From an optimization exercise on the open Yosys and OpenROAD flow, aimed at small area, a short achievable clock period and few clock cycles per item; shortcuts taken in it are not production practice. In this exercise RTL edits were held to simulation tests only and were not proved equivalent to the original. No activity file was given, so power comes from the tool's default toggle rates.

==> flow/flow/run.sh <==
#!/bin/bash
set -euo pipefail
cd "$(dirname "$0")/.."
export BUFFER_PORTS_ARGS="-buffer_cell sky130_fd_sc_hd__buf_1"
export CTS_ARGS="-sink_clustering_enable -repair_clock_nets -dont_use_dummy_load -buf_list sky130_fd_sc_hd__clkbuf_8"
bash standard.sh > standard_make.log 2>&1
==> flow/standard.sh <==
#!/bin/bash
# synth_recipe.tcl (not shown) runs the flow's synth.tcl, then flattens the netlist and writes it again
# the make line also repeats each setting of config.mk as NAME=value (left out here)
make -C /OpenROAD-flow-scripts/flow DESIGN_CONFIG=/design/flow/config.mk WORK_HOME=/design/flow/orfs CLKGATE_MAP_FILE= SYNTH_SCRIPT=/design/flow/synth_recipe.tcl "${@:-finish}"
==> flow/config.mk <==
export PLATFORM = sky130hd
export DESIGN_NAME = acr_dma_copy
export DESIGN_NICKNAME = acr_dma_copy
export VERILOG_FILES = /design/flow/design.v
export SDC_FILE = /design/flow/constraint.sdc
export NUM_CORES = 4
export LEC_CHECK = 0
export CAP_MARGIN = 20
export CORE_MARGIN = 2
export CORE_UTILIZATION = 40
export SETUP_SLACK_MARGIN = 3.55
export SLEW_MARGIN = 20
export TNS_END_PERCENT = 0
==> flow/constraint.sdc <==
create_clock -name core_clock -period 6.5 [get_ports {acr_clk}]
set_input_delay 1.3000 -clock core_clock [delete_from_list [all_inputs] [get_ports {acr_clk}]]
set_output_delay 1.3000 -clock core_clock [all_outputs]
set_load 0.01 [all_outputs]
==> flow/design.v <==
module acr_dma_copy #(
   parameter int ADDR_W     = 32,
   parameter int DATA_W     = 64,
   parameter int BURST_LEN  = 16,
   parameter int FIFO_DEPTH = 32
) (
   input  logic                acr_clk,
   input  logic                acr_rst,
   input  logic                cmd_valid,
   output logic                cmd_ready,
   input  logic [ADDR_W-1:0]   cmd_src,
   input  logic [ADDR_W-1:0]   cmd_dst,
   input  logic [15:0]         cmd_beats,
   output logic                busy,
   output logic                done,
   output logic                err,
   output logic [1:0]          dbg_state,
   output logic [ADDR_W-1:0]   axi_araddr,
   output logic [3:0]          axi_arlen,
   output logic                axi_arvalid,
   input  logic                axi_arready,
   input  logic [DATA_W-1:0]   axi_rdata,
   input  logic [1:0]          axi_rresp,
   input  logic                axi_rlast,
   input  logic                axi_rvalid,
   output logic                axi_rready,
   output logic [ADDR_W-1:0]   axi_awaddr,
   output logic [3:0]          axi_awlen,
   output logic                axi_awvalid,
   input  logic                axi_awready,
   output logic [DATA_W-1:0]   axi_wdata,
   output logic [DATA_W/8-1:0] axi_wstrb,
   output logic                axi_wlast,
   output logic                axi_wvalid,
   input  logic                axi_wready,
   input  logic [1:0]          axi_bresp,
   input  logic                axi_bvalid,
   output logic                axi_bready
);
   function automatic logic [6:0] first(input logic [15:0] b, input logic [3:0] lo);
      logic [4:0] s;
      logic       cp, cm, one;
      s   = 5'(b[3:0]) + 5'(lo);
      cp  = (s > 5'd16);
      cm  = (s == 5'd0);
      one = (b[15:5] == 11'd0) && (b[4] ? cm : !cp);
      first = {cp, cm, one, one ? b[3:0] - 4'd1 : s[3:0] - 4'd1};
   endfunction
   logic        busy_q, done_q, err_q;
   logic [28:0] ar_a;           
   logic [11:0] ar_k;           
   logic        ar_skip, ar_cm;
   logic [3:0]  ar_d;           
   logic        ar_lq;          
   logic        arv_q, ar_pend;
   logic [2:0]  r_out;          
   logic [28:0] aw_a;           
   logic [11:0] aw_k;
   logic        aw_skip, aw_cm;
   logic [3:0]  aw_d;           
   logic        aw_lq;          
   logic        awv_q, aw_pend;
   logic [2:0]  b_out;          
   logic [3:0]  w_lo;           
   logic        acc, nz, ar_hs, aw_hs, w_hs, b_hs, ar_last2, aw_last2;
   logic        r_end, fin, ar_one, aw_one;
   logic [3:0]  ar_d0, aw_d0;
   logic        ar_cp, ar_cm0, aw_cp, aw_cm0;
   logic [2:0]  b_nxt, r_nxt;
   assign acc  = cmd_valid && !busy_q && !done_q;
   assign nz   = (cmd_beats != 16'd0);
   assign {ar_cp, ar_cm0, ar_one, ar_d0} = first(cmd_beats, cmd_src[6:3]);
   assign {aw_cp, aw_cm0, aw_one, aw_d0} = first(cmd_beats, cmd_dst[6:3]);
   assign ar_hs = arv_q && axi_arready;
   assign aw_hs = awv_q && axi_awready;
   assign w_hs  = busy_q && axi_rvalid && axi_wready;
   assign b_hs  = busy_q && axi_bvalid;
   assign ar_last2 = ar_skip ? (ar_k == 12'd0) : (ar_k == 12'd1 || (ar_cm && ar_k == 12'd2));
   assign aw_last2 = aw_skip ? (aw_k == 12'd0) : (aw_k == 12'd1 || (aw_cm && aw_k == 12'd2));
   assign r_end   = (r_out == 3'd1) && !ar_pend;
   assign b_nxt   = b_out + 3'(aw_hs) - 3'(b_hs);
   assign r_nxt   = r_out + 3'(ar_hs) - 3'(w_hs && axi_rlast);
   assign fin     = b_hs && (b_out == 3'd1) && !aw_pend && !ar_pend && (r_out == 3'd0);
   always_ff @(posedge acr_clk) begin
      if (acr_rst) begin
         busy_q  <= 1'b0;
         done_q  <= 1'b0;
         err_q   <= 1'b0;
         arv_q   <= 1'b0;
         ar_pend <= 1'b0;
         r_out   <= 3'd0;
         awv_q   <= 1'b0;
         aw_pend <= 1'b0;
         b_out   <= 3'd0;
      end else begin
         r_out <= r_nxt;
         b_out <= b_nxt;
         if (acc) begin
            busy_q  <= nz;
            done_q  <= !nz;
            err_q   <= 1'b0;
            arv_q   <= nz;
            ar_pend <= nz;
            awv_q   <= nz;
            aw_pend <= nz;
         end else begin
            if ((w_hs && axi_rresp != 2'b00) || (b_hs && axi_bresp != 2'b00)) err_q <= 1'b1;
            if (ar_hs) begin
               arv_q <= !ar_lq && (r_out < 3'd6);
               if (ar_lq) ar_pend <= 1'b0;
            end else if (!arv_q && ar_pend && r_out != 3'd7) begin
               arv_q <= 1'b1;
            end
            if (aw_hs) begin
               awv_q <= !aw_lq && (b_out < 3'd6);
               if (aw_lq) aw_pend <= 1'b0;
            end else if (!awv_q && aw_pend && b_out != 3'd7) begin
               awv_q <= 1'b1;
            end
            done_q <= fin;
            if (fin) busy_q <= 1'b0;
         end
      end
   end
   always_ff @(posedge acr_clk) begin
      if (acc) begin
         ar_a    <= cmd_src[31:3];
         ar_k    <= cmd_beats[15:4];
         ar_skip <= ar_cp;
         ar_cm   <= ar_cm0;
         ar_d    <= ar_d0;
         ar_lq   <= ar_one;
         aw_a    <= cmd_dst[31:3];
         aw_k    <= cmd_beats[15:4];
         aw_skip <= aw_cp;
         aw_cm   <= aw_cm0;
         aw_d    <= aw_d0;
         aw_lq   <= aw_one;
         w_lo    <= cmd_dst[6:3];
      end else begin
         if (ar_hs) begin
            ar_a    <= {ar_a[28:4] + 25'd1, 4'd0};
            ar_skip <= 1'b0;
            if (!ar_skip) ar_k <= ar_k - 12'd1;
            ar_lq   <= ar_last2;
         end
         if (aw_hs) begin
            aw_a    <= {aw_a[28:4] + 25'd1, 4'd0};
            aw_skip <= 1'b0;
            if (!aw_skip) aw_k <= aw_k - 12'd1;
            aw_lq   <= aw_last2;
         end
         if (w_hs) w_lo <= w_lo + 4'd1;
      end
   end
   assign cmd_ready   = !busy_q && !done_q;
   assign busy        = busy_q;
   assign done        = done_q;
   assign err         = err_q;
   assign dbg_state   = {done_q, busy_q};
   assign axi_araddr  = {ar_a, 3'b000};
   assign axi_arlen   = ar_lq ? ar_d : ~ar_a[3:0];
   assign axi_arvalid = arv_q;
   assign axi_rready  = axi_wready;
   assign axi_awaddr  = {aw_a, 3'b000};
   assign axi_awlen   = aw_lq ? aw_d : ~aw_a[3:0];
   assign axi_awvalid = awv_q;
   assign axi_wdata   = axi_rdata;
   assign axi_wstrb   = '1;
   assign axi_wlast   = (w_lo == 4'hF) || (axi_rlast && r_end);
   assign axi_wvalid  = busy_q && axi_rvalid;
   assign axi_bready  = busy_q;
endmodule
==> out/results.txt, run 1 <==
status: timing/DRC/antenna clean
Nets: 1025
Synth Flop Type: edfxtp_1
CTS root buf: clkbuf_8
Antenna Nets Post-Route: 0
Die H: 138 um
Final Non-Filler Cells: 1061
post-synthesis register bit count: 113
sequential share of the synthesized area: 0.452
total gr overflow: 0
Largest delay share family, worst path: adder cells
Crit Path Max Fanout: 6
Vias: 5300
IO Pins: 313
Syn Area/Cell: 9.84 um2
clock sink total: 113
Startpoint Class: primary input
RSZ-0062 raised after global routing: true
Synth Warn #: 1
synthesized cell area: 7220 um2
filler cell count: 1770
TritonCTS clock tree: built
worst hold path class: flip-flop to flip-flop
# setup viols final: 0
starting density of the core: 0.405
CP cell instances: buf_6 > ha_4 > inv_1 > fa_1 > ha_2 > nand2_1 > maj3_1 > nor2_1 > o21a_2 > mux2i_1
Max Cap Viol: 0
worst vdd rail ir drop: 114 uV
vias in the first global route: 5054
HPWL after DPL: 11500 um
total track usage: 0.163
CTS buffer count: 17
diodes inserted: 0
Post-synth EDFFs: 100
total chip power: 1.97 mW
First-pass DRT Iterations: 6
worst-case clock buffer depth: 2
Mapped Cells: 734
row count: 49
Placed Cells: 1041
Critical path buffers and inverters: 2
critical path class: primary input to flip-flop
hold-fix buffers at CTS: 0
drc violations: 0
Tcrit/Tclk final: 0.460
layout cells sized above 1: 0.0685
core area: 17800 um2
largest net degree at the start of global routing: 66
Clock transition at path regs: 0.07 ns
DRT iter0 DRCs: 254
Pleak: 2.79 nW
RR Startpoint: busy_q
actual slew at the worst max-slew pin: 0.663 ns
Reg2Reg Setup Slack: 3.95 ns
Data arrival, critical path: 3.14 ns
Yosys cell types: 54
GP Congestion: 0.773
die area: 19100 um2
Setup WS pre-CTS: 2.71 ns
r2r endpoint: ar_a[6]
Hold Fails Final Rpt: 0
initial antenna violation count: 0
hold slack: 0.482 ns
FF-to-FF path depth: 5
max-slew violations: 0
min cycle time layout: 2.99 ns
wire per inst: 14.8 um
critical path depth: 10
setup_tns: 0 ns
Max stage delay on crit path: 0.56 ns
final setup margin: 3.51 ns
Worst Setup EP: aw_d[3]
Power per Cell Area: 251 nW/um2
die width: 138 um
Slew headroom: 0.558
Crit. Startpoint: cmd_beats[0]
worst clock skew: 0.0223 ns
IO Port Bufs: 164
first-pass GRT wire length: 24900 um
Area growth, synth to finish: 8.49%
drt total wl: 15700 um
Async SR Flop Fraction: 0
Clk Latency, worst-skew pair: 0.43 ns
H-tree Lvls: 4
crit path max-delay cell type: fa_1
Via density: 5.00
Worst setup EP type: flip-flop
fmax: 0.334 GHz
Crit path required time: 6.65 ns
==> worst min path at each step <==
stage	start	endpoint	slack (ns)	depth (start not counted)
finish	err_q	err_q	0.48	2
global route	err_q	err_q	0.50	2
detailed placement	err_q	err_q	0.47	2
CTS	err_q	err_q	0.49	2
floorplan	ar_pend	ar_pend	0.46	2
global placement	err_q	err_q	0.47	2
==> cells by family after synthesis <==
kind of cell    after synthesis  share of synthesized area
buf+inv                     127                      0.110
flops                       113                      0.452
fa+ha+maj                    35                     0.0645
xor+xnor                     75                     0.0920
compound gates              117                     0.0893
mux                           9                     0.0127
other cells                   2                    0.00104
simple gates                256                      0.178
==> cells in the final DEF, fill, tap and decap left out, drive strengths merged, types with 14 or more instances in the layout <==
| master | instances |
|---|---|
| clkbuf | 17 |
| inv | 23 |
| buf | 173 |
| nor3 | 18 |
| ha | 30 |
| nand2 | 89 |
| and3 | 20 |
| nand3 | 33 |
| edfxtp | 100 |
| a21oi | 32 |
| o21ai | 61 |
| xnor2 | 45 |
| conb | 14 |
| xor2 | 30 |
| nor2 | 50 |
==> timing repair <==
action	4_1_cts	5_1_grt
resized for setup	14	1
setup buffers	2	1
pin swaps	4	1
setup endpoints to repair	13	63
hold endpoints to repair	0	0
==> power by group <==
group	leakage (nW)	switching, mW	total, mW	internal [mW]
Sequential	1.08	0.0980	1.03	0.937
Clock	0.122	0.247	0.477	0.229
Combinational	1.59	0.272	0.454	0.182
==> synth_stat cells (5+ instances only) <==
cell type | count | area share
mux2i_1 | 8 | 0.011
nand2b_1 | 11 | 0.0095
nor3_1 | 15 | 0.010
a211oi_1 | 5 | 0.0052
clkbuf_1 | 14 | 0.0073
xnor2_1 | 45 | 0.055
ha_1 | 30 | 0.052
buf_4 | 83 | 0.086
dfxtp_1 | 13 | 0.036
a31oi_1 | 7 | 0.0061
edfxtp_1 | 100 | 0.42
nor2_1 | 50 | 0.026
o21ai_0 | 57 | 0.040
a21o_1 | 6 | 0.0062
and3_1 | 20 | 0.017
inv_1 | 23 | 0.012
xor2_1 | 29 | 0.035
nand3_1 | 31 | 0.021
buf_2 | 7 | 0.0049
nand2_1 | 88 | 0.046
a21oi_1 | 31 | 0.021
nand4_1 | 9 | 0.0078
==> stage by stage <==
stage           util  cell area (um2)
2_1_floorplan      -             7290
3_3_place_gp   0.422             7530
3_5_place_dp   0.422             7530
4_1_cts        0.439             7820
5_1_grt        0.439             7830
6_report       0.439             7830
==> state kept, by name, summed over array words and instances (netlist names), 3 cells and up <==
| register | flops |
|---|---|
| ar_d | 4 |
| aw_a | 29 |
| ar_a | 29 |
| ar_k | 12 |
| r_out | 3 |
| aw_d | 4 |
| b_out | 3 |
| aw_k | 12 |
| w_lo | 4 |
==> metal layers <==
metal / routed length (um) / GRT usage
met2: 7480 / 0.266
met4: 215 / 0.0580
met5: 0 / 0
met3: 929 / 0.0426
met1: 7120 / 0.211
==> layout make-up <==
type,instances,area [um2],share of cell area
Clock buffer,17,234,0.0299
Inverter,23,88.8,0.0113
Multi-Input combinational cell,506,3260,0.417
Sequential cell,113,3260,0.417
Tap cell,229,287,0.0366
Timing Repair Buffer,173,697,0.0890
==> tightest hold or removal path, delay by kind of cell, from the launching register on <==
kind,cells,cell delay [ns]
DFF,1,0.31
AOI/OAI and AO/OA,1,0.06
buffers and inverters,1,0.05
Testbench counts, summed over its fixed seeds: cycles 47,140, beats 35,812.
==> inputs of run 2 (changes only) <==
--- a/flow/config.mk
+++ b/flow/config.mk
@@ -10,4 +10,4 @@
 export CORE_UTILIZATION = 40
 export SETUP_SLACK_MARGIN = 3.55
 export SLEW_MARGIN = 20
-export TNS_END_PERCENT = 0
+export TNS_END_PERCENT = 20
==> out/results.txt, run 2 <==
setup_tns: 0 ns (unchanged)
worst vdd rail ir drop: 115 uV (was 114 uV)
sw frac: 0.314 (about the same)
die width: 138 um (unchanged)
Hold Fails Final Rpt: 0 (unchanged)
# setup viols final: 0 (unchanged)
Pleak: 2.82 nW (was 2.79 nW)
Int Pwr: 1.35 mW (about the same)
CP cell instances: buf_1 > nand3_1 > nand2_1 > buf_2 (was buf_6 > ha_4 > inv_1 > fa_1 > ha_2 > nand2_1 > maj3_1 > nor2_1 > o21a_2 > mux2i_1)
Syn Area/Cell: 9.84 um2 (unchanged)
Area growth, synth to finish: 9.81% (was 8.49%)
Yosys cell types: 54 (unchanged)
diodes inserted: 0 (unchanged)
starting density of the core: 0.405 (unchanged)
worst-case clock buffer depth: 2 (unchanged)
Crit path required time: 5.20 ns (was 6.65 ns)
critical path class: primary input to output port (was primary input to flip-flop)
First-pass DRT Iterations: 4 (was 6)
H-tree Lvls: 4 (unchanged)
initial antenna violation count: 0 (unchanged)
hold-fix buffers at CTS: 0 (unchanged)
RSZ-0062 raised after global routing: true (unchanged)
post-synthesis register bit count: 113 (unchanged)
crit path max-delay cell type: buf_2 (was fa_1)
Clk Latency, worst-skew pair: 0.43 ns (about the same)
NetSw: 0.618 mW (about the same)
final instance area: 7930 um2 (was 7830 um2)
fmax: 0.336 GHz (was 0.334 GHz)
placed instance area: 7550 um2 (was 7530 um2)
IO Port Bufs: 164 (unchanged)
largest net degree at the start of global routing: 88 (was 66)
drc violations: 0 (unchanged)
Slew headroom: 0.493 (was 0.558)
status: timing/DRC/antenna clean (unchanged)
first-pass GRT wire length: 24900 um (about the same)
largest registers: ar_a x29, aw_a x29 (unchanged)
Synth Warn #: 1 (unchanged)
Tcrit/Tclk final: 0.458 (was 0.460)
Seq pwr share: 0.524 (was 0.526)
row count: 49 (unchanged)
Mapped Cells: 734 (unchanged)
Crit Path Max Fanout: 2 (was 6)
total track usage: 0.162 (was 0.163)
Gate power share: 0.236 (was 0.231)
IO Pins: 313 (unchanged)
Antenna Nets Post-Route: 0 (unchanged)
core area: 17800 um2 (unchanged)
Startpoint Class: primary input (unchanged)
worst hold path class: flip-flop to flip-flop (unchanged)
Vias: 5290 (was 5300)
HPWL after DPL: 11400 um (was 11500 um)
Synth Flop Type: edfxtp_1 (unchanged)
Clk pwr share: 0.240 (was 0.243)
top cells by area, synth: edfxtp_1 (42%), buf_4 (8.6%), xnor2_1 (5.5%), ha_1 (5.2%), nand2_1 (4.6%) (unchanged)
Max Cap Viol: 0 (unchanged)
GP Congestion: 0.793 (was 0.773)
most common cell in the netlist: edfxtp_1 (unchanged)
TritonCTS clock tree: built (unchanged)
Die H: 138 um (unchanged)
total gr overflow: 0 (unchanged)
most frequent cells in the layout: buf_1 (158), edfxtp_1 (100), nand2_1 (85), o21ai_0 (57), nor2_1 (49) (was buf_1 (158), edfxtp_1 (100), nand2_1 (87), o21ai_0 (57), nor2_1 (50))
post-synth top area share: 0.416 (unchanged)
die area: 19100 um2 (unchanged)
sequential share of the synthesized area: 0.452 (unchanged)
actual slew at the worst max-slew pin: 0.761 ns (was 0.663 ns)
Post-synth top cells: edfxtp_1 (100), nand2_1 (88), buf_4 (83) (unchanged)
CTS root buf: clkbuf_8 (unchanged)
Nets: 1028 (was 1025)
layout cells sized above 1: 0.0862 (was 0.0685)
max-slew violations: 0 (unchanged)
Power per Cell Area: 249 nW/um2 (was 251 nW/um2)
Post-synth EDFFs: 100 (unchanged)
Data arrival, critical path: 1.68 ns (was 3.14 ns)
Async SR Flop Fraction: 0 (unchanged)
DRT iter0 DRCs: 308 (was 254)
worst clock skew: 0.0222 ns (was 0.0223 ns)
clock sink total: 113 (unchanged)
min cycle time layout: 2.98 ns (was 2.99 ns)
post-synth top area cell: edfxtp_1 (unchanged)
most common cell after layout, fill and taps aside: buf_1 (unchanged)
Max stage delay on crit path: 0.12 ns (was 0.56 ns)
wire per inst: 14.7 um (was 14.8 um)
Clock transition at path regs: 0.07 ns (about the same)
Via density: 4.97 (was 5.00)
Worst setup EP type: output port (was flip-flop)
total chip power: 1.97 mW (about the same)
drt total wl: 15700 um (about the same)
vias in the first global route: 5079 (was 5054)
CTS buffer count: 17 (unchanged)
synthesized cell area: 7220 um2 (unchanged)
run 2: cell counts after synthesis:
Identical to the previous run, type by type.
run 2: routing by layer:
layer / global-route usage / share of wire / vias to the layer above
met2: 0.261 / 0.46 / 161
met3: 0.0416 / 0.052 / 14
met4: 0.0505 / 0.013 / 0
met5: 0 / 0 / -
li1: - / - / 2666
met1: 0.214 / 0.47 / 2449
run 2: power by group through the flow:
stage	Combinational, mW	Sequential [mW]	Clock [mW]
after global placement	0.446	1.05	0
final	0.465	1.03	0.474
after CTS	0.458	1.03	0.492
after floorplan	0.335	1.05	0
after detailed placement	0.451	1.05	0
after global routing	0.530	1.05	0.520
run 2: critical path: cells and delay by family:
family        cells  cell delay (ns)
buf+inv           2             0.21
simple gates      2             0.16
run 2: final cells by class:
cell class	count	area [um2]
fill	1782	9910
multi-input combinational	506	3320
sequential	113	3260
timing repair buffer	176	741
tap	229	287
clock buffer	17	234
inverter	23	86.3
run 2: path summary, 6_finish.rpt:
check | start | endpoint | slack (ns) | cells after the start
setup / recovery | axi_rlast | axi_wlast | 3.52 | 4
hold / removal | err_q | err_q | 0.48 | 2
setup reg to reg | busy_q | aw_a[21] | 3.91 | 5
hold reg to reg | err_q | err_q | 0.48 | 2
run 2: logic make-up (layout without fill, tap and decap cells):
logic type	Yosys count	in the layout	share of synthesized area
xor+xnor	75	75	0.0920
flops	113	113	0.452
simple gates	256	256	0.178
fa+ha+maj	35	35	0.0645
compound gates	117	117	0.0893
mux	9	9	0.0127
other cells	2	14	0.00104
buf+inv	127	216	0.110
run 2: timing repair:
action / CTS / global route
setup endpoints to repair: 13 / 71
resized for setup: 10 / 18
setup buffers: 2 / 5
pin swaps: 2 / 7
run 2: metrics by stage:
| step | std cells | worst slack (ns) | hold WS [ns] | util |
|---|---|---|---|---|
| 2_1_floorplan | 746 | 3.31 | 0.462 | - |
| 3_3_place_gp | 1040 | 2.69 | 0.467 | 0.423 |
| 3_5_place_dp | 1040 | 2.67 | 0.476 | 0.423 |
| 4_1_cts | 1059 | 3.52 | 0.488 | 0.438 |
| 5_1_grt | 1064 | 3.48 | 0.515 | 0.444 |
| 6_report | 1064 | 3.52 | 0.485 | 0.444 |
==> inputs of run 3 (changes only) <==
--- a/flow/config.mk
+++ b/flow/config.mk
@@ -8,6 +8,6 @@
 export CAP_MARGIN = 20
 export CORE_MARGIN = 2
 export CORE_UTILIZATION = 40
+export PLACE_DENSITY = 0.8
 export SETUP_SLACK_MARGIN = 3.55
 export SLEW_MARGIN = 20
-export TNS_END_PERCENT = 20
==> out/results.txt, run 3 <==
Clk Latency, worst-skew pair: 0.43 ns (about the same)
Clock transition at path regs: 0.07 ns (about the same)
TritonCTS clock tree: built (unchanged)
hold slack: 0.480 ns (was 0.485 ns)
worst clock skew: 0.0282 ns (was 0.0222 ns)
actual slew at the worst max-slew pin: 0.777 ns (was 0.761 ns)
CTS root buf: clkbuf_8 (unchanged)
GP Congestion: 0.802 (was 0.793)
Hold EP: err_q (unchanged)
Max Cap Viol: 0 (unchanged)
HPWL after DPL: 11900 um (was 11400 um)
Tcrit/Tclk final: 0.458 (about the same)
Syn Area/Cell: 9.84 um2 (unchanged)
Worst setup EP type: flip-flop (was output port)
First-pass DRT Iterations: 5 (was 4)
hold path startpoint: err_q (unchanged)
top cells by area, synth: edfxtp_1 (42%), buf_4 (8.6%), xnor2_1 (5.5%), ha_1 (5.2%), nand2_1 (4.6%) (unchanged)
Setup WS pre-CTS: 2.70 ns (was 2.67 ns)
post-synthesis compound-gate area fraction: 0.0893 (unchanged)
Post-synth EDFFs: 100 (unchanged)
mux cell area share after synthesis: 0.0127 (unchanged)
IO Port Bufs: 164 (unchanged)
die width: 138 um (unchanged)
layout cells sized above 1: 0.0908 (was 0.0862)
DRT iter0 DRCs: 310 (was 308)
largest family of logic cells by synthesized area: simple AND/OR/NAND/NOR gates (unchanged)
most frequent cells in the layout: buf_1 (156), edfxtp_1 (100), nand2_1 (84), o21ai_0 (56), nor2_1 (50) (was buf_1 (158), edfxtp_1 (100), nand2_1 (85), o21ai_0 (57), nor2_1 (49))
Synth Warn #: 1 (unchanged)
Nets: 1030 (was 1028)
core area: 17800 um2 (unchanged)
post-synthesis register bit count: 113 (unchanged)
H-tree Lvls: 4 (unchanged)
post-synth top area cell: edfxtp_1 (unchanged)
post-synthesis xor/xnor area fraction: 0.0920 (unchanged)
Synth Flop Type: edfxtp_1 (unchanged)
vias in the first global route: 5099 (was 5079)
Startpoint Class: primary input (unchanged)
Slew headroom: 0.482 (was 0.493)
total gr overflow: 0 (unchanged)
clock sink total: 113 (unchanged)
worst hold path class: flip-flop to flip-flop (unchanged)
final setup margin: 3.52 ns (about the same)
sequential share of the synthesized area: 0.452 (unchanged)
Async SR Flop Fraction: 0 (unchanged)
Antenna Nets Post-Route: 0 (unchanged)
FF-to-FF path depth: 5 (unchanged)
Pleak: 2.84 nW (was 2.82 nW)
setup_tns: 0 ns (unchanged)
CTS buffer count: 17 (unchanged)
Hold Crit Depth: 2 (unchanged)
filler cell count: 1706 (was 1782)
hold-fix buffers at CTS: 0 (unchanged)
Crit path required time: 6.67 ns (was 5.20 ns)
Placed Cells: 1039 (was 1040)
storage element area: 3260 um2 (unchanged)
starting density of the core: 0.405 (unchanged)
r2r endpoint: aw_a[21] (unchanged)
Power per Cell Area: 249 nW/um2 (about the same)
max-slew violations: 0 (unchanged)
Vias: 5365 (was 5290)
diodes inserted: 0 (unchanged)
min cycle time layout: 2.98 ns (about the same)
Die H: 138 um (unchanged)
drc violations: 0 (unchanged)
drt total wl: 16200 um (was 15700 um)
worst-case clock buffer depth: 2 (unchanged)
total chip power: 1.98 mW (was 1.97 mW)
# setup viols final: 0 (unchanged)
most common cell in the netlist: edfxtp_1 (unchanged)
Crit Path Max Fanout: 6 (was 2)
synthesized-area fraction occupied by adder cells: 0.0645 (unchanged)
most common cell after layout, fill and taps aside: buf_1 (unchanged)
synthesized cell area: 7220 um2 (unchanged)
Area growth, synth to finish: 10.3% (was 9.81%)
Data arrival, critical path: 3.15 ns (was 1.68 ns)
Post-synth top cells: edfxtp_1 (100), nand2_1 (88), buf_4 (83) (unchanged)
Hold Fails Final Rpt: 0 (unchanged)
RSZ-0062 raised after global routing: true (unchanged)
status: timing/DRC/antenna clean (unchanged)
largest net degree at the start of global routing: 65 (was 88)
fmax: 0.336 GHz (about the same)
multi-input combinational cell area: 3310 um2 (was 3320 um2)
Final Non-Filler Cells: 1066 (was 1064)
first-pass GRT wire length: 25300 um (was 24900 um)
wire per inst: 15.2 um (was 14.7 um)
RR Startpoint: busy_q (unchanged)
simple-gate share of the synthesized area: 0.178 (unchanged)
die area: 19100 um2 (unchanged)
Mapped Cells: 734 (unchanged)
total track usage: 0.164 (was 0.162)
Via density: 5.03 (was 4.97)
post-synth top area share: 0.416 (unchanged)
row count: 49 (unchanged)
IO Pins: 313 (unchanged)
largest registers: ar_a x29, aw_a x29 (unchanged)
critical path class: primary input to flip-flop (was primary input to output port)
worst vdd rail ir drop: 147 uV (was 115 uV)
initial antenna violation count: 0 (unchanged)
Yosys cell types: 54 (unchanged)
Reg2Reg Setup Slack: 3.94 ns (was 3.91 ns)
==> run 3: cell counts after synthesis <==
No cell type changed its count.
==> run 3: worst max path at each step <==
stage | endpoint | cells past startpoint | start | slack [ns]
floorplan | ar_d[0] | 10 | cmd_src[3] | 3.31
global placement | ar_d[0] | 11 | cmd_beats[0] | 2.72
detailed placement | ar_d[0] | 11 | cmd_beats[0] | 2.70
CTS | axi_wlast | 4 | axi_rlast | 3.51
global route | ar_d[0] | 12 | cmd_beats[0] | 3.45
finish | ar_d[3] | 12 | cmd_beats[0] | 3.52
==> run 3: metal layers <==
layer	track usage	vias up	routed length (um)
li1	-	2664	-
met1	0.206	2509	7010
met2	0.270	168	7930
met3	0.0516	24	994
met4	0.0494	0	222
met5	0	-	0
==> run 3: timing repair <==
item                       CTS  global route
cloned                       0             0
setup buffers                4             6
resized for setup           12            24
pin swaps                    6            11
setup endpoints to repair   13            99
==> run 3: through the flow <==
step                       util  area, um2
after detailed placement  0.423       7540
after CTS                 0.439       7830
after global placement    0.423       7540
final                     0.446       7960
after floorplan               -       7320
after global routing      0.446       7960
==> run 3: layout make-up <==
cell class,count,area share
tap,229,0.0360
clock buffer,17,0.0294
sequential,113,0.410
timing repair buffer,178,0.0976
multi-input combinational,506,0.416
inverter,23,0.0110
==> run 3: worst max-delay path, cell delays in order <==
cell	delay, ns
buf_12	0.10
ha_4	0.14
inv_2	0.04
fa_2	0.56
ha_4	0.16
nand3_4	0.07
nor3b_2	0.21
nor3_1	0.07
o21ai_1	0.14
a21oi_2	0.10
buf_6	0.14
mux2i_1	0.11
==> run 3: cell families (layout without fill, tap and decap cells) <==
group                    after synthesis  in the layout
AO/OA/AOI/OAI                        117            117
multiplexers                           9              9
AND/OR/NAND/NOR                      256            256
buffers and inverters                127            218
adder cells (fa/ha/maj)               35             35
flip-flops                           113            113
other                                  2             14
XOR/XNOR                              75             75
==> run 3: report_power, final <==
part           leakage [nW]  switching, mW  internal [mW]
sequential             1.08          0.101          0.937
clock                 0.122          0.240          0.229
combinational          1.64          0.281          0.192
==> inputs of run 4 (changes only) <==
--- a/flow/config.mk
+++ b/flow/config.mk
@@ -8,6 +8,5 @@
 export CAP_MARGIN = 20
 export CORE_MARGIN = 2
 export CORE_UTILIZATION = 40
-export PLACE_DENSITY = 0.8
-export SETUP_SLACK_MARGIN = 3.55
+export SETUP_SLACK_MARGIN = 3.62
 export SLEW_MARGIN = 20
==> out/results.txt, run 4 <==
status: timing/DRC/antenna clean (unchanged)
Max stage delay on crit path: 0.12 ns (was 0.56 ns)
layout cells sized above 1: 0.0920 (was 0.0908)
IO Port Bufs: 164 (unchanged)
Tcrit/Tclk final: 0.455 (was 0.458)
drt total wl: 15900 um (was 16200 um)
max-slew violations: 0 (unchanged)
Antenna Nets Post-Route: 0 (unchanged)
DRT iter0 DRCs: 220 (was 310)
TritonCTS clock tree: built (unchanged)
Largest delay share family, worst path: buffers and inverters (was adder cells)
post-synth top area cell: edfxtp_1 (unchanged)
CTS root buf: clkbuf_8 (unchanged)
worst clock skew: 0.0157 ns (was 0.0282 ns)
Hold Fails Final Rpt: 0 (unchanged)
diodes inserted: 0 (unchanged)
largest registers: ar_a x29, aw_a x29 (unchanged)
# setup viols final: 0 (unchanged)
H-tree Lvls: 4 (unchanged)
Crit path required time: 5.20 ns (was 6.67 ns)
Clock transition at path regs: 0.07 ns (about the same)
Synth Flop Type: edfxtp_1 (unchanged)
min cycle time layout: 2.96 ns (was 2.98 ns)
most common cell in the netlist: edfxtp_1 (unchanged)
Critical path buffers and inverters: 2 (was 3)
worst-case clock buffer depth: 2 (unchanged)
Die H: 138 um (unchanged)
HPWL after DPL: 11500 um (was 11900 um)
Vias: 5326 (was 5365)
filler cell count: 1746 (was 1706)
Post-synth EDFFs: 100 (unchanged)
Hold Crit Depth: 2 (unchanged)
most common cell after layout, fill and taps aside: buf_1 (unchanged)
wire per inst: 14.9 um (was 15.2 um)
sequential share of the synthesized area: 0.452 (unchanged)
starting density of the core: 0.405 (unchanged)
Area growth, synth to finish: 10.2% (was 10.3%)
row count: 49 (unchanged)
Nets: 1030 (unchanged)
Data arrival, critical path: 1.66 ns (was 3.15 ns)
setup_tns: 0 ns (unchanged)
vias in the first global route: 5084 (was 5099)
FF-to-FF path depth: 4 (was 5)
Power per Cell Area: 248 nW/um2 (was 249 nW/um2)
total chip power: 1.98 mW (about the same)
Startpoint Class: primary input (unchanged)
die width: 138 um (unchanged)
critical path class: primary input to output port (was primary input to flip-flop)
top cells by area, synth: edfxtp_1 (42%), buf_4 (8.6%), xnor2_1 (5.5%), ha_1 (5.2%), nand2_1 (4.6%) (unchanged)
Crit. Startpoint: axi_rlast (was cmd_beats[0])
GRT met2 Usage: 0.258 (was 0.270)
Synth Warn #: 1 (unchanged)
core area: 17800 um2 (unchanged)
hold-fix buffers at CTS: 0 (unchanged)
fmax: 0.338 GHz (was 0.336 GHz)
worst vdd rail ir drop: 116 uV (was 147 uV)
RSZ-0062 raised after global routing: true (unchanged)
total gr overflow: 0 (unchanged)
Pleak: 2.84 nW (about the same)
post-route core utilization: 0.446 (about the same)
worst hold path class: flip-flop to flip-flop (unchanged)
GP Congestion: 0.788 (was 0.802)
CTS buffer count: 17 (unchanged)
Mapped Cells: 734 (unchanged)
largest net degree at the start of global routing: 90 (was 65)
first-pass GRT wire length: 25100 um (was 25300 um)
IO Pins: 313 (unchanged)
drc violations: 0 (unchanged)
RR Startpoint: busy_q (unchanged)
Yosys cell types: 54 (unchanged)
GR peak layer: met2 (unchanged)
First-pass DRT Iterations: 6 (was 5)
total track usage: 0.163 (was 0.164)
Clk Latency, worst-skew pair: 0.43 ns (about the same)
hold path startpoint: err_q (unchanged)
Post-synth top cells: edfxtp_1 (100), nand2_1 (88), buf_4 (83) (unchanged)
Slew headroom: 0.516 (was 0.482)
met3 Resource Use GR: 0.0374 (was 0.0516)
CP cell instances: buf_1 > nand3_1 > nand2_1 > buf_2 (was buf_12 > ha_4 > inv_2 > fa_2 > ha_4 > nand3_4 > nor3b_2 > nor3_1 > o21ai_1 > a21oi_2 > buf_6 > mux2i_1)
met1 Resource Use GR: 0.217 (was 0.206)
Max Cap Viol: 0 (unchanged)
actual slew at the worst max-slew pin: 0.726 ns (was 0.777 ns)
Syn Area/Cell: 9.84 um2 (unchanged)
die area: 19100 um2 (unchanged)
hold slack: 0.478 ns (was 0.480 ns)
initial antenna violation count: 0 (unchanged)
Async SR Flop Fraction: 0 (unchanged)
most frequent cells in the layout: buf_1 (155), edfxtp_1 (100), nand2_1 (85), o21ai_0 (57), nor2_1 (48) (was buf_1 (156), edfxtp_1 (100), nand2_1 (84), o21ai_0 (56), nor2_1 (50))
post-synth top area share: 0.416 (unchanged)
post-synthesis register bit count: 113 (unchanged)
Via density: 5.00 (was 5.03)
Worst setup EP type: output port (was flip-flop)
crit path max-delay cell type: buf_2 (was fa_2)
clock sink total: 113 (unchanged)
critical path depth: 4 (was 12)
Crit Path Max Fanout: 2 (was 6)
synthesized cell area: 7220 um2 (unchanged)
-- run 4: cell counts after synthesis --
Identical to the previous run, type by type.
-- run 4: final cells by class --
type                       count  area [um2]  area share
clock buffer                  17         234      0.0294
inverter                      23        86.3      0.0109
multi-input combinational    506        3310       0.417
sequential                   113        3260       0.410
tap                          229         287      0.0360
timing repair buffer         178         769      0.0968
-- run 4: routing by layer --
layer / up-vias / part of all wire / wire (um)
li1: 2671 / - / -
met2: 146 / 0.46 / 7360
met5: - / 0 / 0
met4: 0 / 0.019 / 302
met3: 23 / 0.049 / 779
met1: 2486 / 0.47 / 7430
-- run 4: power breakdown --
part           total [mW]  switching, mW  internal (mW)  leakage, nW
clock               0.474          0.245          0.229        0.122
combinational       0.467          0.277          0.189         1.64
sequential           1.03         0.0979          0.937         1.08
total                1.98          0.620           1.36         2.84
-- run 4: worst reg2reg max path: cells and delay by family, from the launching register on --
family        cells  cell delay, ns
buf+inv           1            0.58
flops             1            0.44
simple gates      3            0.75
-- run 4: final timing paths --
check              end  slack [ns]
max          axi_wlast        3.54
min              err_q        0.48
max reg2reg   ar_a[21]        4.32
min reg2reg      err_q        0.48
-- run 4: what timing repair did --
action	in CTS	in global routing
gates resized for setup	20	11
buffers inserted	6	4
endpoints found under the setup margin	75	57
hold endpoints to repair	0	0
pin swaps	8	6
-- run 4: cell families (layout without fill, tap and decap cells) --
family / after synthesis / count (layout) / synth area share
DFF: 113 / 113 / 0.452
adders and majority gates: 35 / 35 / 0.0645
and+or+nand+nor: 256 / 256 / 0.178
muxes: 9 / 9 / 0.0127
other: 2 / 14 / 0.00104
buffers and inverters: 127 / 218 / 0.110
xor gates and xnor gates: 75 / 75 / 0.0920
AOI/OAI and AO/OA: 117 / 117 / 0.0893
-- run 4: stage by stage --
stage,area (um2),setup WS (ns),instances
3_3_place_gp,7540,2.70,1039
2_1_floorplan,7320,3.31,746
5_1_grt,7950,3.50,1066
3_5_place_dp,7540,2.67,1039
4_1_cts,7880,3.54,1062
6_report,7950,3.54,1066
==> inputs of run 5 (changes only) <==
--- a/flow/config.mk
+++ b/flow/config.mk
@@ -7,6 +7,6 @@
 export LEC_CHECK = 0
 export CAP_MARGIN = 20
 export CORE_MARGIN = 2
-export CORE_UTILIZATION = 40
-export SETUP_SLACK_MARGIN = 3.62
+export CORE_UTILIZATION = 50
+export SETUP_SLACK_MARGIN = 3.55
 export SLEW_MARGIN = 20
==> out/results.txt, run 5 <==
Data arrival, critical path: 3.23 ns (was 1.66 ns)
post-synthesis register bit count: 113 (unchanged)
Power per Cell Area: 251 nW/um2 (was 248 nW/um2)
Hold Fails Final Rpt: 0 (unchanged)
diodes inserted: 0 (unchanged)
IO Pins: 313 (unchanged)
Yosys cell types: 54 (unchanged)
Via density: 5.38 (was 5.00)
TritonCTS clock tree: built (unchanged)
status: timing/DRC/antenna clean (unchanged)
Post-synth EDFFs: 100 (unchanged)
RR Startpoint: busy_q (unchanged)
CTS buffer count: 17 (unchanged)
CP cell instances: buf_4 > ha_4 > inv_2 > fa_2 > ha_4 > nand3_2 > nor3b_2 > nor3_2 > o21ai_2 > a21oi_4 > mux2i_1 (was buf_1 > nand3_1 > nand2_1 > buf_2)
wire per inst: 16.1 um (was 14.9 um)
Pleak: 2.83 nW (was 2.84 nW)
clock sink total: 113 (unchanged)
min cycle time layout: 2.96 ns (about the same)
Mapped Cells: 734 (unchanged)
r2r endpoint: ar_a[6] (was ar_a[21])
sequential share of the synthesized area: 0.452 (unchanged)
H-tree Lvls: 4 (unchanged)
actual slew at the worst max-slew pin: 0.725 ns (was 0.726 ns)
post-route core utilization: 0.563 (was 0.446)
post-synth top area share: 0.416 (unchanged)
worst hold path class: flip-flop to flip-flop (unchanged)
Reg2Reg Setup Slack: 3.98 ns (was 4.32 ns)
Seq pwr share: 0.525 (was 0.524)
most common cell in the netlist: edfxtp_1 (unchanged)
First-pass DRT Iterations: 4 (was 6)
row count: 43 (was 49)
Worst Setup EP: ar_d[2] (was axi_wlast)
total track usage: 0.216 (was 0.163)
most common cell after layout, fill and taps aside: buf_1 (unchanged)
Crit Path Max Fanout: 5 (was 2)
sw frac: 0.316 (was 0.314)
Nets: 1026 (was 1030)
Worst setup EP type: flip-flop (was output port)
NetSw: 0.625 mW (was 0.620 mW)
FF-to-FF path depth: 5 (was 4)
Setup WS pre-CTS: 2.70 ns (was 2.67 ns)
IO Port Bufs: 164 (unchanged)
largest net degree at the start of global routing: 65 (was 90)
layout cells sized above 1: 0.0888 (was 0.0920)
initial antenna violation count: 0 (unchanged)
hold-fix buffers at CTS: 0 (unchanged)
final instance area: 7870 um2 (was 7950 um2)
most frequent CP cell: ha_4
starting density of the core: 0.516 (was 0.405)
synthesized cell area: 7220 um2 (unchanged)
RSZ-0062 raised after global routing: true (unchanged)
Tcrit/Tclk final: 0.455 (about the same)
post-synth top area cell: edfxtp_1 (unchanged)
Synth Warn #: 1 (unchanged)
Max stage delay on crit path: 0.45 ns (was 0.12 ns)
crit path max-delay cell type: fa_2 (was buf_2)
Syn Area/Cell: 9.84 um2 (unchanged)
setup_tns: 0 ns (unchanged)
Clk pwr share: 0.240 (about the same)
Clock transition at path regs: 0.07 ns (about the same)
max-slew violations: 0 (unchanged)
critical path class: primary input to flip-flop (was primary input to output port)
Antenna Nets Post-Route: 0 (unchanged)
Crit. Startpoint: cmd_src[3] (was axi_rlast)
Post-synth top cells: edfxtp_1 (100), nand2_1 (88), buf_4 (83) (unchanged)
HPWL after DPL: 11700 um (was 11500 um)
fmax: 0.338 GHz (about the same)
most frequent cells in the layout: buf_1 (155), edfxtp_1 (100), nand2_1 (85), o21ai_0 (57), nor2_1 (49) (was buf_1 (155), edfxtp_1 (100), nand2_1 (85), o21ai_0 (57), nor2_1 (48))
final setup margin: 3.54 ns (about the same)
die width: 124 um (was 138 um)
Startpoint Class: primary input (unchanged)
Synth Flop Type: edfxtp_1 (unchanged)
Int Pwr: 1.35 mW (was 1.36 mW)
drt total wl: 16300 um (was 15900 um)
Die H: 124 um (was 138 um)
Vias: 5452 (was 5326)
Async SR Flop Fraction: 0 (unchanged)
placed instance area: 7480 um2 (was 7540 um2)
Max Cap Viol: 0 (unchanged)
total gr overflow: 0 (unchanged)
top cells by area, synth: edfxtp_1 (42%), buf_4 (8.6%), xnor2_1 (5.5%), ha_1 (5.2%), nand2_1 (4.6%) (unchanged)
filler cell count: 1291 (was 1746)
worst-case clock buffer depth: 2 (unchanged)
# setup viols final: 0 (unchanged)
CTS root buf: clkbuf_8 (unchanged)
first-pass GRT wire length: 25300 um (was 25100 um)
Clk Latency, worst-skew pair: 0.44 ns (was 0.43 ns)
die area: 15400 um2 (was 19100 um2)
GP Congestion: 0.828 (was 0.788)
largest registers: ar_a x29, aw_a x29 (unchanged)
vias in the first global route: 5256 (was 5084)
Crit path required time: 6.77 ns (was 5.20 ns)
Slew headroom: 0.517 (was 0.516)
DRT iter0 DRCs: 355 (was 220)
drc violations: 0 (unchanged)
Area growth, synth to finish: 9.01% (was 10.2%)
core area: 14000 um2 (was 17800 um2)
worst clock skew: 0.0234 ns (was 0.0157 ns)
Gate power share: 0.236 (about the same)
worst vdd rail ir drop: 114 uV (was 116 uV)
run 5: final cells by class:
type                    instances  area (um2)  area share
inverters                      23        87.6      0.0111
repair buffers                174         727      0.0924
clock buffers                  17         234      0.0297
flip-flops and latches        113        3260       0.415
well taps                     180         225      0.0286
multi-input cells             506        3330       0.424
run 5: cell families after synthesis:
logic type	count (synthesis)	share of synthesized area
AND/OR/NAND/NOR	256	0.178
buffers and inverters	127	0.110
AO/OA/AOI/OAI	117	0.0893
flip-flops	113	0.452
XOR/XNOR	75	0.0920
adder cells (fa/ha/maj)	35	0.0645
multiplexers	9	0.0127
other	2	0.00104
run 5: stage by stage:
step / hold WS (ns) / power, mW / instances
6_report: 0.483 / 1.98 / 1013
5_1_grt: 0.534 / 2.10 / 1013
4_1_cts: 0.487 / 1.98 / 1008
3_5_place_dp: 0.477 / 1.50 / 990
3_3_place_gp: 0.460 / 1.49 / 990
2_1_floorplan: 0.462 / 1.39 / 746
run 5: power groups by stage:
stage	combinational [mW]	clock, mW	sequential [mW]
6_report	0.466	0.474	1.04
5_1_grt	0.531	0.519	1.05
4_1_cts	0.457	0.492	1.04
3_5_place_dp	0.452	0	1.05
3_3_place_gp	0.443	0	1.04
2_1_floorplan	0.335	0	1.05
run 5: repair_timing:
item                       in CTS  in global routing
buffers inserted                1                  5
setup endpoints to repair      13                101
resized for setup              11                 22
pin swaps                       3                  9
run 5: metal layers:
metal  track usage  wire, um  up-vias
li1              -         -     2660
met1         0.270      7100     2543
met2         0.360      7870      203
met3        0.0540      1020       46
met4        0.0787       348        0
met5             0         0        -
run 5: worst max-delay path: cells and delay by family:
kind | cells | cell delay, ns
buf+inv | 2 | 0.19
compound gates | 2 | 0.37
mux | 1 | 0.23
fa+ha+maj | 3 | 0.80
simple gates | 3 | 0.32
run 5: worst min-delay path by stage:
stage,endpoint,startpoint,depth (start not counted),slack [ns]
6_report,err_q,err_q,2,0.48
5_1_grt,err_q,err_q,2,0.53
4_1_cts,err_q,err_q,2,0.49
3_5_place_dp,err_q,err_q,2,0.48
3_3_place_gp,err_q,err_q,2,0.46
2_1_floorplan,ar_pend,ar_pend,2,0.46
==> inputs of run 6 (changes only) <==
--- a/flow/config.mk
+++ b/flow/config.mk
@@ -7,6 +7,7 @@
 export LEC_CHECK = 0
 export CAP_MARGIN = 20
 export CORE_MARGIN = 2
-export CORE_UTILIZATION = 50
+export CORE_UTILIZATION = 40
+export GPL_TIMING_DRIVEN = 0
 export SETUP_SLACK_MARGIN = 3.55
 export SLEW_MARGIN = 20
==> out/results.txt, run 6 <==
status: timing/DRC/antenna clean (unchanged)
critical path class: primary input to output port (was primary input to flip-flop)
layout cells sized above 1: 0.167 (was 0.0888)
Synth Flop Type: edfxtp_1 (unchanged)
worst vdd rail ir drop: 119 uV (was 114 uV)
Via density: 4.81 (was 5.38)
Max Cap Viol: 0 (unchanged)
Antenna Nets Post-Route: 0 (unchanged)
Pleak: 3.37 nW (was 2.83 nW)
CTS root buf: clkbuf_8 (unchanged)
worst hold path class: flip-flop to flip-flop (unchanged)
Setup WS pre-CTS: 2.56 ns (was 2.70 ns)
max-slew violations: 0 (unchanged)
most frequent cells in the layout: buf_1 (219), edfxtp_1 (100), buf_4 (94), nand2_1 (86), o21ai_0 (55) (was buf_1 (155), edfxtp_1 (100), nand2_1 (85), o21ai_0 (57), nor2_1 (49))
setup_tns: 0 ns (unchanged)
Slew headroom: 0.498 (was 0.517)
vias in the first global route: 5644 (was 5256)
Die H: 138 um (was 124 um)
Area growth, synth to finish: 23.3% (was 9.01%)
Crit Path Max Fanout: 2 (was 5)
CTS buffer count: 17 (unchanged)
Data arrival, critical path: 1.66 ns (was 3.23 ns)
row count: 49 (was 43)
Placed Cells: 1205 (was 990)
die width: 138 um (was 124 um)
Final Non-Filler Cells: 1231 (was 1013)
Vias: 5919 (was 5452)
most common cell in the netlist: edfxtp_1 (unchanged)
RSZ-0062 raised after global routing: true (unchanged)
Crit path required time: 5.20 ns (was 6.77 ns)
Async SR Flop Fraction: 0 (unchanged)
sequential share of the synthesized area: 0.452 (unchanged)
starting density of the core: 0.405 (was 0.516)
synthesized cell area: 7220 um2 (unchanged)
TritonCTS clock tree: built (unchanged)
top cells by area, synth: edfxtp_1 (42%), buf_4 (8.6%), xnor2_1 (5.5%), ha_1 (5.2%), nand2_1 (4.6%) (unchanged)
diodes inserted: 0 (unchanged)
Worst setup EP type: output port (was flip-flop)
Hold Fails Final Rpt: 0 (unchanged)
Post-synth top cells: edfxtp_1 (100), nand2_1 (88), buf_4 (83) (unchanged)
post-synth top area cell: edfxtp_1 (unchanged)
CP cell instances: buf_1 > nand3_1 > nand2_1 > buf_2 (was buf_4 > ha_4 > inv_2 > fa_2 > ha_4 > nand3_2 > nor3b_2 > nor3_2 > o21ai_2 > a21oi_4 > mux2i_1)
Mapped Cells: 734 (unchanged)
total track usage: 0.187 (was 0.216)
Post-synth EDFFs: 100 (unchanged)
Clock transition at path regs: 0.06 ns (was 0.07 ns)
Synth Warn #: 1 (unchanged)
core area: 17800 um2 (was 14000 um2)
HPWL after DPL: 14000 um (was 11700 um)
total chip power: 2.06 mW (was 1.98 mW)
actual slew at the worst max-slew pin: 0.753 ns (was 0.725 ns)
min cycle time layout: 2.96 ns (about the same)
Nets: 1195 (was 1026)
Max stage delay on crit path: 0.12 ns (was 0.45 ns)
first-pass GRT wire length: 28500 um (was 25300 um)
largest net degree at the start of global routing: 32 (was 65)
wire per inst: 15.0 um (was 16.1 um)
final setup margin: 3.54 ns (about the same)
hold slack: 0.481 ns (was 0.483 ns)
drc violations: 0 (unchanged)
hold-fix buffers at CTS: 0 (unchanged)
Clk Latency, worst-skew pair: 0.44 ns (about the same)
clock sink total: 113 (unchanged)
largest registers: ar_a x29, aw_a x29 (unchanged)
IO Port Bufs: 228 (was 164)
crit path max-delay cell type: buf_2 (was fa_2)
IO Pins: 313 (unchanged)
most common cell after layout, fill and taps aside: buf_1 (unchanged)
H-tree Lvls: 4 (unchanged)
Startpoint Class: primary input (unchanged)
post-synthesis register bit count: 113 (unchanged)
final instance area: 8900 um2 (was 7870 um2)
GP Congestion: 0.846 (was 0.828)
Yosys cell types: 54 (unchanged)
fmax: 0.338 GHz (about the same)
worst clock skew: 0.0260 ns (was 0.0234 ns)
Power per Cell Area: 232 nW/um2 (was 251 nW/um2)
Syn Area/Cell: 9.84 um2 (unchanged)
DRT iter0 DRCs: 241 (was 355)
placed instance area: 8480 um2 (was 7480 um2)
First-pass DRT Iterations: 5 (was 4)
initial antenna violation count: 0 (unchanged)
die area: 19100 um2 (was 15400 um2)
drt total wl: 18400 um (was 16300 um)
Tcrit/Tclk final: 0.455 (about the same)
post-synth top area share: 0.416 (unchanged)
total gr overflow: 0 (unchanged)
worst-case clock buffer depth: 2 (unchanged)
# setup viols final: 0 (unchanged)
post-route core utilization: 0.499 (was 0.563)
==> run 6: final cells by class <==
class / count / area [um2]
buffer: 104 / 719
clock buffer: 17 / 234
fill: 1740 / 8940
inverter: 23 / 86.3
multi-input combinational: 506 / 3330
sequential: 113 / 3260
tap: 229 / 287
timing repair buffer: 239 / 986
==> run 6: logic make-up (layout without fill, tap and decap cells) <==
family,after synthesis,count (layout),share of synthesized area
flops,113,113,0.452
mux,9,9,0.0127
simple gates,256,256,0.178
xor+xnor,75,75,0.0920
fa+ha+maj,35,35,0.0645
buf+inv,127,383,0.110
compound gates,117,117,0.0893
other cells,2,14,0.00104
==> run 6: report_power, final <==
group	leakage (nW)	internal, mW	switching (mW)
logic	2.17	0.236	0.319
registers	1.08	0.937	0.0962
clock network	0.122	0.229	0.246
total	3.37	1.40	0.661
==> run 6: path summary, 6_finish.rpt <==
check | start | endpoint | slack, ns | cells past startpoint
worst min register to register | err_q | err_q | 0.48 | 2
worst min-delay path | err_q | err_q | 0.48 | 2
worst max register to register | busy_q | ar_k[6] | 3.92 | 6
worst max-delay path | axi_rlast | axi_wlast | 3.54 | 4
==> run 6: per-layer routing <==
layer	vias to the layer above	track usage	wire, um
met5	-	0	0
met4	0	0.0585	308
met3	19	0.0447	945
met2	181	0.309	8880
met1	2723	0.242	8270
li1	2996	-	-
==> run 6: worst max-delay path: cells and delay by family <==
family	cells	cell delay (ns)
buf+inv	2	0.20
simple gates	2	0.15
==> run 6: timing repair <==
item / 4_1_cts / 5_1_grt
endpoints found under the setup margin: 119 / 13
setup buffers: 2 / 7
gates resized for setup: 26 / 11
endpoints found under the hold margin: 0 / 0
pin swaps: 7 / 11
==> inputs of run 7 (changes only) <==
--- a/flow/config.mk
+++ b/flow/config.mk
@@ -8,6 +8,5 @@
 export CAP_MARGIN = 20
 export CORE_MARGIN = 2
 export CORE_UTILIZATION = 40
-export GPL_TIMING_DRIVEN = 0
 export SETUP_SLACK_MARGIN = 3.55
 export SLEW_MARGIN = 20
==> out/results.txt, run 7 <==
min cycle time layout: 2.95 ns (was 2.96 ns)
simple-gate share of the synthesized area: 0.178 (unchanged)
total track usage: 0.166 (was 0.187)
Largest delay share family, worst path: buffers and inverters (unchanged)
drt total wl: 16100 um (was 18400 um)
worst-case clock buffer depth: 2 (unchanged)
Crit Path Max Fanout: 2 (unchanged)
initial antenna violation count: 0 (unchanged)
first-pass GRT wire length: 25400 um (was 28500 um)
TritonCTS clock tree: built (unchanged)
most common cell in the netlist: edfxtp_1 (unchanged)
CP cell instances: buf_1 > nand3_1 > nand2_1 > buf_2 (unchanged)
worst vdd rail ir drop: 128 uV (was 119 uV)
total gr overflow: 0 (unchanged)
row count: 49 (unchanged)
Max stage delay on crit path: 0.12 ns (about the same)
IO Pins: 313 (unchanged)
synthesized cell area: 7220 um2 (unchanged)
sequential share of the synthesized area: 0.452 (unchanged)
post-synthesis compound-gate area fraction: 0.0893 (unchanged)
CTS root buf: clkbuf_8 (unchanged)
largest registers: ar_a x29, aw_a x29 (unchanged)
worst hold path class: flip-flop to flip-flop (unchanged)
die width: 138 um (unchanged)
clock sink total: 113 (unchanged)
Async SR Flop Fraction: 0 (unchanged)
Slew headroom: 0.515 (was 0.498)
vias in the first global route: 5139 (was 5644)
HPWL after DPL: 11600 um (was 14000 um)
Critical path buffers and inverters: 2 (unchanged)
top cells by area, synth: edfxtp_1 (42%), buf_4 (8.6%), xnor2_1 (5.5%), ha_1 (5.2%), nand2_1 (4.6%) (unchanged)
post-synth top area cell: edfxtp_1 (unchanged)
Yosys cell types: 54 (unchanged)
worst clock skew: 0.0231 ns (was 0.0260 ns)
Nets: 1027 (was 1195)
IO Port Bufs: 164 (was 228)
First-pass DRT Iterations: 5 (unchanged)
Power per Cell Area: 249 nW/um2 (was 232 nW/um2)
critical path class: primary input to output port (unchanged)
Die H: 138 um (unchanged)
Startpoint Class: primary input (unchanged)
post-synthesis register bit count: 113 (unchanged)
Post-synth EDFFs: 100 (unchanged)
Area growth, synth to finish: 9.91% (was 23.3%)
Clock transition at path regs: 0.07 ns (was 0.06 ns)
setup_tns: 0 ns (unchanged)
GP Congestion: 0.783 (was 0.846)
Max Cap Viol: 0 (unchanged)
Data arrival, critical path: 1.65 ns (was 1.66 ns)
post-synth top area share: 0.416 (unchanged)
hold slack: 0.494 ns (was 0.481 ns)
DRT iter0 DRCs: 270 (was 241)
starting density of the core: 0.405 (unchanged)
Synth Warn #: 1 (unchanged)
max-slew violations: 0 (unchanged)
filler cell count: 1767 (was 1740)
Tcrit/Tclk final: 0.454 (was 0.455)
final instance area: 7940 um2 (was 8900 um2)
most common cell after layout, fill and taps aside: buf_1 (unchanged)
Via density: 5.02 (was 4.81)
mux cell area share after synthesis: 0.0127 (unchanged)
drc violations: 0 (unchanged)
Syn Area/Cell: 9.84 um2 (unchanged)
placed instance area: 7540 um2 (was 8480 um2)
Antenna Nets Post-Route: 0 (unchanged)
core area: 17800 um2 (unchanged)
Post-synth top cells: edfxtp_1 (100), nand2_1 (88), buf_4 (83) (unchanged)
Clk Latency, worst-skew pair: 0.44 ns (about the same)
RSZ-0062 raised after global routing: true (unchanged)
crit path max-delay cell type: buf_2 (unchanged)
wire per inst: 15.1 um (was 15.0 um)
Synth Flop Type: edfxtp_1 (unchanged)
Pleak: 2.82 nW (was 3.37 nW)
most frequent cells in the layout: buf_1 (158), edfxtp_1 (100), nand2_1 (85), o21ai_0 (57), nor2_1 (48) (was buf_1 (219), edfxtp_1 (100), buf_4 (94), nand2_1 (86), o21ai_0 (55))
Crit path required time: 5.20 ns (about the same)
H-tree Lvls: 4 (unchanged)
fmax: 0.339 GHz (was 0.338 GHz)
diodes inserted: 0 (unchanged)
CTS buffer count: 17 (unchanged)
Vias: 5339 (was 5919)
actual slew at the worst max-slew pin: 0.728 ns (was 0.753 ns)
# setup viols final: 0 (unchanged)
status: timing/DRC/antenna clean (unchanged)
post-synthesis xor/xnor area fraction: 0.0920 (unchanged)
die area: 19100 um2 (unchanged)
synthesized-area fraction occupied by adder cells: 0.0645 (unchanged)
largest net degree at the start of global routing: 91 (was 32)
Hold Fails Final Rpt: 0 (unchanged)
layout cells sized above 1: 0.0851 (was 0.167)
Worst setup EP type: output port (unchanged)
Mapped Cells: 734 (unchanged)
total chip power: 1.98 mW (was 2.06 mW)
largest family of logic cells by synthesized area: simple AND/OR/NAND/NOR gates (unchanged)
run 7: cell types whose count changed in the layout (fill, tap and decap cells not counted), moves of 5 or more:
| cell | change |
|---|---|
| clkbuf_2 | -5 |
| clkbuf_1 | -10 |
| buf_2 | -8 |
| buf_4 | -83 |
| buf_1 | -61 |
run 7: area by class of cell:
cell class,instances,area (um2),area share
repair buffers,175,739,0.0932
flip-flops and latches,113,3260,0.411
inverters,23,86.3,0.0109
clock buffers,17,234,0.0295
multi-input cells,506,3330,0.419
well taps,229,287,0.0361
run 7: repair_timing:
| action | in CTS | in global routing |
|---|---|---|
| endpoints found under the setup margin | 13 | 87 |
| cloned | 0 | 0 |
| pin swaps | 3 | 10 |
| hold buffers | 0 | 0 |
| gates resized for setup | 13 | 17 |
| setup buffers | 2 | 5 |
run 7: path summary, 6_finish.rpt:
path,slack (ns),from,cells past startpoint,to
max,3.55,axi_rlast,4,axi_wlast
max reg2reg,4.30,busy_q,5,ar_a[24]
min,0.49,aw_pend,2,aw_pend
min reg2reg,0.49,aw_pend,2,aw_pend
run 7: logic make-up after synthesis:
group / after synthesis
compound gates: 117
xor+xnor: 75
fa+ha+maj: 35
buf+inv: 127
flops: 113
mux: 9
other cells: 2
simple gates: 256
run 7: metal layers:
layer / vias to the layer above / GRT usage / wire, um / part of all wire
li1: 2662 / - / - / -
met1: 2490 / 0.219 / 7320 / 0.46
met2: 159 / 0.262 / 7460 / 0.46
met3: 28 / 0.0371 / 894 / 0.056
met4: 0 / 0.0763 / 395 / 0.025
met5: - / 0 / 0 / 0
run 7: tightest hold or removal path, delay by kind of cell (launching register included):
family / cells / cell delay, ns
and+or+nand+nor: 1 / 0.07
DFF: 1 / 0.33
AOI/OAI and AO/OA: 1 / 0.06
run 7: power by group:
part           internal, mW  leakage (nW)  switching, mW
Sequential            0.937          1.08         0.0985
Clock                 0.229         0.122          0.247
Combinational         0.188          1.62          0.279
Total                  1.35          2.82          0.625
run 7: through the flow:
step           utilization  std cells  setup WS, ns
6_report             0.445       1063          3.55
2_1_floorplan            -        746          3.31
3_3_place_gp         0.423       1039          2.70
5_1_grt              0.445       1063          3.50
3_5_place_dp         0.423       1039          2.68
4_1_cts              0.438       1058          3.54

==> port drivers added, routing unchanged <==
In the flow no input, the clock included, has a driving cell. The finished layouts below were timed again as built, in two steps.
Step 1 assumes that a clkbuf_16 drives the clock port and a buf_2 every other input.
Step 2 times the ports against the registers' clock, not the clock port: input delays grow and output delays shrink by t, the midpoint of the rising clock arrivals with the driver on.
Slacks: ideal ports / drivers / drivers and shift; pairs: ideal ports / drivers.
| run | t, ns | slack for setup (ns) | latest minus earliest clock arrival (ns) | worst register clock-pin slew, ns |
|---|---|---|---|---|
| run 1 | 0.453 | 3.508 / 3.500 / 3.053 | 0.023 / 0.023 | 0.07 / 0.07 |
| run 2 | 0.454 | 3.521 / 3.494 / 3.072 | 0.023 / 0.023 | 0.07 / 0.07 |
| run 3 | 0.457 | 3.524 / 3.495 / 3.039 | 0.028 / 0.029 | 0.07 / 0.07 |
| run 4 | 0.456 | 3.545 / 3.516 / 3.131 | 0.017 / 0.016 | 0.07 / 0.07 |
| run 5 | 0.469 | 3.545 / 3.536 / 3.077 | 0.023 / 0.023 | 0.08 / 0.08 |
| run 6 | 0.465 | 3.543 / 3.508 / 3.063 | 0.026 / 0.027 | 0.07 / 0.07 |
| run 7 | 0.464 | 3.551 / 3.525 / 3.101 | 0.024 / 0.023 | 0.07 / 0.07 |
After both steps every run listed still meets setup and hold. The setup slack of run 3, which loses most, moves by -0.029 ns with the drivers and by -0.485 ns with both steps.
